This design comes from an exercise in tuning for a short achievable clock period and few clock cycles on the open sky130 flow, not from production work.
Where RTL was checked, it was by simulation tests only, not by an equivalence proof against the original.
The clock port is modelled as an ideal driver; clocking choices that lean on that would not hold on a real chip.
Power figures rest on the tool's default switching activity, not on a simulated workload.

== tundra ==
// scene_fetch
module scene_fetch #(
  parameter int unsigned MAX_PEND = 4
) (
  input  logic                 clk,
  input  logic                 reset,
  input  logic                 start,
  input  logic [31:0]          base_addr,
  output logic                 avm_m0_read,
  output logic [31:0]          avm_m0_address,
  output logic [1:0]           avm_m0_byteenable,
  input  logic                 avm_m0_waitrequest,
  input  logic [15:0]          avm_m0_readdata,
  input  logic                 avm_m0_readdatavalid,
  output logic [191:0]         o_ray,
  output logic                 o_ray_valid,
  output logic [287:0]         o_tri,
  output logic [31:0]          o_tri_index,
  output logic                 o_tri_valid,
  input  logic                 i_tri_ready,
  output logic                 o_tri_last,
  output logic [31:0]          o_tri_cnt,
  output logic                 o_busy,
  output logic                 o_done
);
For scale: about 2200 cells after synthesis, roughly 640 I/O pins.
clock: 8.0 ns
lec_check: 0
abc_clock_period_in_ps: 2500
cap_margin: 20
core_margin: 2
core_utilization: 40
setup_slack_margin: 5
slew_margin: 20
standard.sh (not shown) runs the stock make flow with config.mk's settings and CLKGATE_MAP_FILE= SYNTH_SCRIPT=/design/flow/synth_recipe.tcl, a recipe that flattens the netlist after the stock synthesis.
==> flow/flow/run.sh <==
#!/bin/bash
# Standard ORFS layout with four changes: timing repair aims for 5.5 ns of setup slack;
# before detailed placement, the registers that drive output ports are moved next to their
# port buffers (flow/pre_dp.tcl); clock sinks are clustered 30 per leaf buffer within
# 100 um; and the clock tree's root buffer is removed after CTS (flow/pre_cts.tcl) so the
# clock port drives the 4 first-level buffers directly. ORFS writes each step's log under
# orfs/logs; make's output goes to flow_make.log.
set -euo pipefail
bash standard.sh SETUP_SLACK_MARGIN=5.5 CTS_CLUSTER_SIZE=30 CTS_CLUSTER_DIAMETER=100 \
  PRE_DETAIL_PLACE_TCL="$PWD/flow/pre_dp.tcl" PRE_CTS_TCL="$PWD/flow/pre_cts.tcl" \
  finish > flow_make.log 2>&1
Other scripts of this flow, unchanged in this note and not shown: flow/flow/pre_cts.tcl, flow/flow/pre_dp.tcl
Testbench counts of tundra, summed over its fixed seeds: cycles 89,225.
#### Input delta (indigo over tundra)
diff --git a/flow/flow/run.sh b/flow/flow/run.sh
--- a/flow/flow/run.sh
+++ b/flow/flow/run.sh
@@ -2 +2 @@
-# Standard ORFS layout with four changes: timing repair aims for 5.5 ns of setup slack;
+# Standard ORFS layout with four changes: timing repair aims for 5.4 ns of setup slack;
@@ -4 +4 @@
-# port buffers (flow/pre_dp.tcl); clock sinks are clustered 30 per leaf buffer within
+# port buffers (flow/pre_dp.tcl); clock sinks are clustered 25 per leaf buffer within
@@ -9 +9 @@
-bash standard.sh SETUP_SLACK_MARGIN=5.5 CTS_CLUSTER_SIZE=30 CTS_CLUSTER_DIAMETER=100 \
+bash standard.sh SETUP_SLACK_MARGIN=5.4 CTS_CLUSTER_SIZE=25 CTS_CLUSTER_DIAMETER=100 \
Findings:
indigo ran to completion and came out clean on the timing, design-rule and antenna checks. Compared with tundra, in indigo total internal power rose by 1.3%, sequential share of power fell by 0.7 points, hold slack fell by 0.011 ns.

== lane 1 ==
Another version of the RTL of scene_fetch (not shown whole).
Size: about 2200 cells after synthesis, ~1000 flip-flops, about 640 I/O pins, ~35000 um^2 of cells after synthesis.
==> flow/config.mk <==
export PLATFORM = sky130hd
export DESIGN_NAME = scene_fetch
export DESIGN_NICKNAME = scene_fetch
export VERILOG_FILES = /design/flow/design.v
export SDC_FILE = /design/flow/constraint.sdc
export NUM_CORES = 4
export LEC_CHECK = 0
export ABC_CLOCK_PERIOD_IN_PS = 2500
export CAP_MARGIN = 20
export CORE_MARGIN = 2
export CORE_UTILIZATION = 40
export SETUP_SLACK_MARGIN = 5
export SLEW_MARGIN = 20
==> flow/constraint.sdc <==
create_clock -name core_clock -period 8.0 [get_ports {clk}]
set_input_delay 1.6000 -clock core_clock [delete_from_list [all_inputs] [get_ports {clk}]]
set_output_delay 1.6000 -clock core_clock [all_outputs]
set_load 0.01 [all_outputs]
==> flow/flow/run.sh <==
#!/bin/bash
# Standard ORFS layout with five changes: timing repair aims for 5.5 ns of setup slack;
# the port buffers are buf_4 cells (still one buffer per port, as the standard flow does);
# before detailed placement, the registers that drive output ports are moved next to their
# port buffers (flow/pre_dp.tcl); clock sinks are clustered 25 per leaf buffer within
# 100 um; and the clock tree's root buffer is removed after CTS (flow/pre_cts.tcl) so the
# clock port drives the 4 first-level buffers directly. ORFS writes each step's log under
# orfs/logs; make's output goes to flow_make.log.
set -euo pipefail
bash standard.sh SETUP_SLACK_MARGIN=5.5 CTS_CLUSTER_SIZE=25 CTS_CLUSTER_DIAMETER=100 \
  BUFFER_PORTS_ARGS="-buffer_cell sky130_fd_sc_hd__buf_4" PRE_DETAIL_PLACE_TCL="$PWD/flow/pre_dp.tcl" PRE_CTS_TCL="$PWD/flow/pre_cts.tcl" \
  finish > flow_make.log 2>&1
Other scripts of this flow, unchanged in this note and not shown: flow/flow/pre_cts.tcl, flow/flow/pre_dp.tcl
For lane 2, these inputs were changed with respect to lane 1:
==> flow/flow/run.sh <==
#!/bin/bash
# Standard ORFS layout with four changes: timing repair aims for 5.5 ns of setup slack;
# before detailed placement, the registers that drive output ports are moved next to their
# port buffers (flow/pre_dp.tcl); clock sinks are clustered 25 per leaf buffer within
# 100 um; and the clock tree's root buffer is removed after CTS (flow/pre_cts.tcl) so the
# clock port drives the 4 first-level buffers directly. ORFS writes each step's log under
# orfs/logs; make's output goes to flow_make.log.
set -euo pipefail
bash standard.sh SETUP_SLACK_MARGIN=5.5 CTS_CLUSTER_SIZE=25 CTS_CLUSTER_DIAMETER=100 \
  PRE_DETAIL_PLACE_TCL="$PWD/flow/pre_dp.tcl" PRE_CTS_TCL="$PWD/flow/pre_cts.tcl" \
  finish > flow_make.log 2>&1
Results
Lane 2 went all the way through synthesis, placement and routing and the layout is clean on timing, DRC and antenna.
Diff lane 1..lane 2 | sequential power | negligible
[diff] net switching power of the design, lane 2 relative to lane 1: improvement
Cell area: lane 2 better than lane 1
No functional check of the RTL was part of any run of this note.

[re-timing with driven ports]
Ports are ideal in the flow. The routed layouts listed here were re-timed in OpenROAD.
Step 1 sets driving cells, clkbuf_16 on the clock port and buf_2 on the other inputs (assumed; they add their load-dependent delay and slew).
Step 2 also shifts input and output timing later by t, the mid clock arrival at the registers, as if the neighbouring blocks saw the same clock.
Three values: no drivers, after step 1, after step 2; two values: the first two.
| run | shift t [ns] | setup WS [ns] | worst register clock-pin slew, ns | worst data-port slew with drivers (ns) |
|---|---|---|---|---|
| tundra | 0.559 | 5.366 / 5.249 / 4.811 | 0.12 / 0.12 | 0.23 |
| indigo | 0.561 | 5.382 / 5.256 / 4.722 | 0.11 / 0.11 | 0.26 |
| lane 1 | 0.567 | 5.195 / 5.239 / 4.679 | 0.11 / 0.11 | 0.34 |
| lane 2 | 0.560 | 5.191 / 5.240 / 4.703 | 0.11 / 0.11 | 0.31 |
After both steps every run listed still meets setup and hold. The setup slack of indigo, which loses most, moves by -0.126 ns with the drivers and by -0.660 ns with both steps.
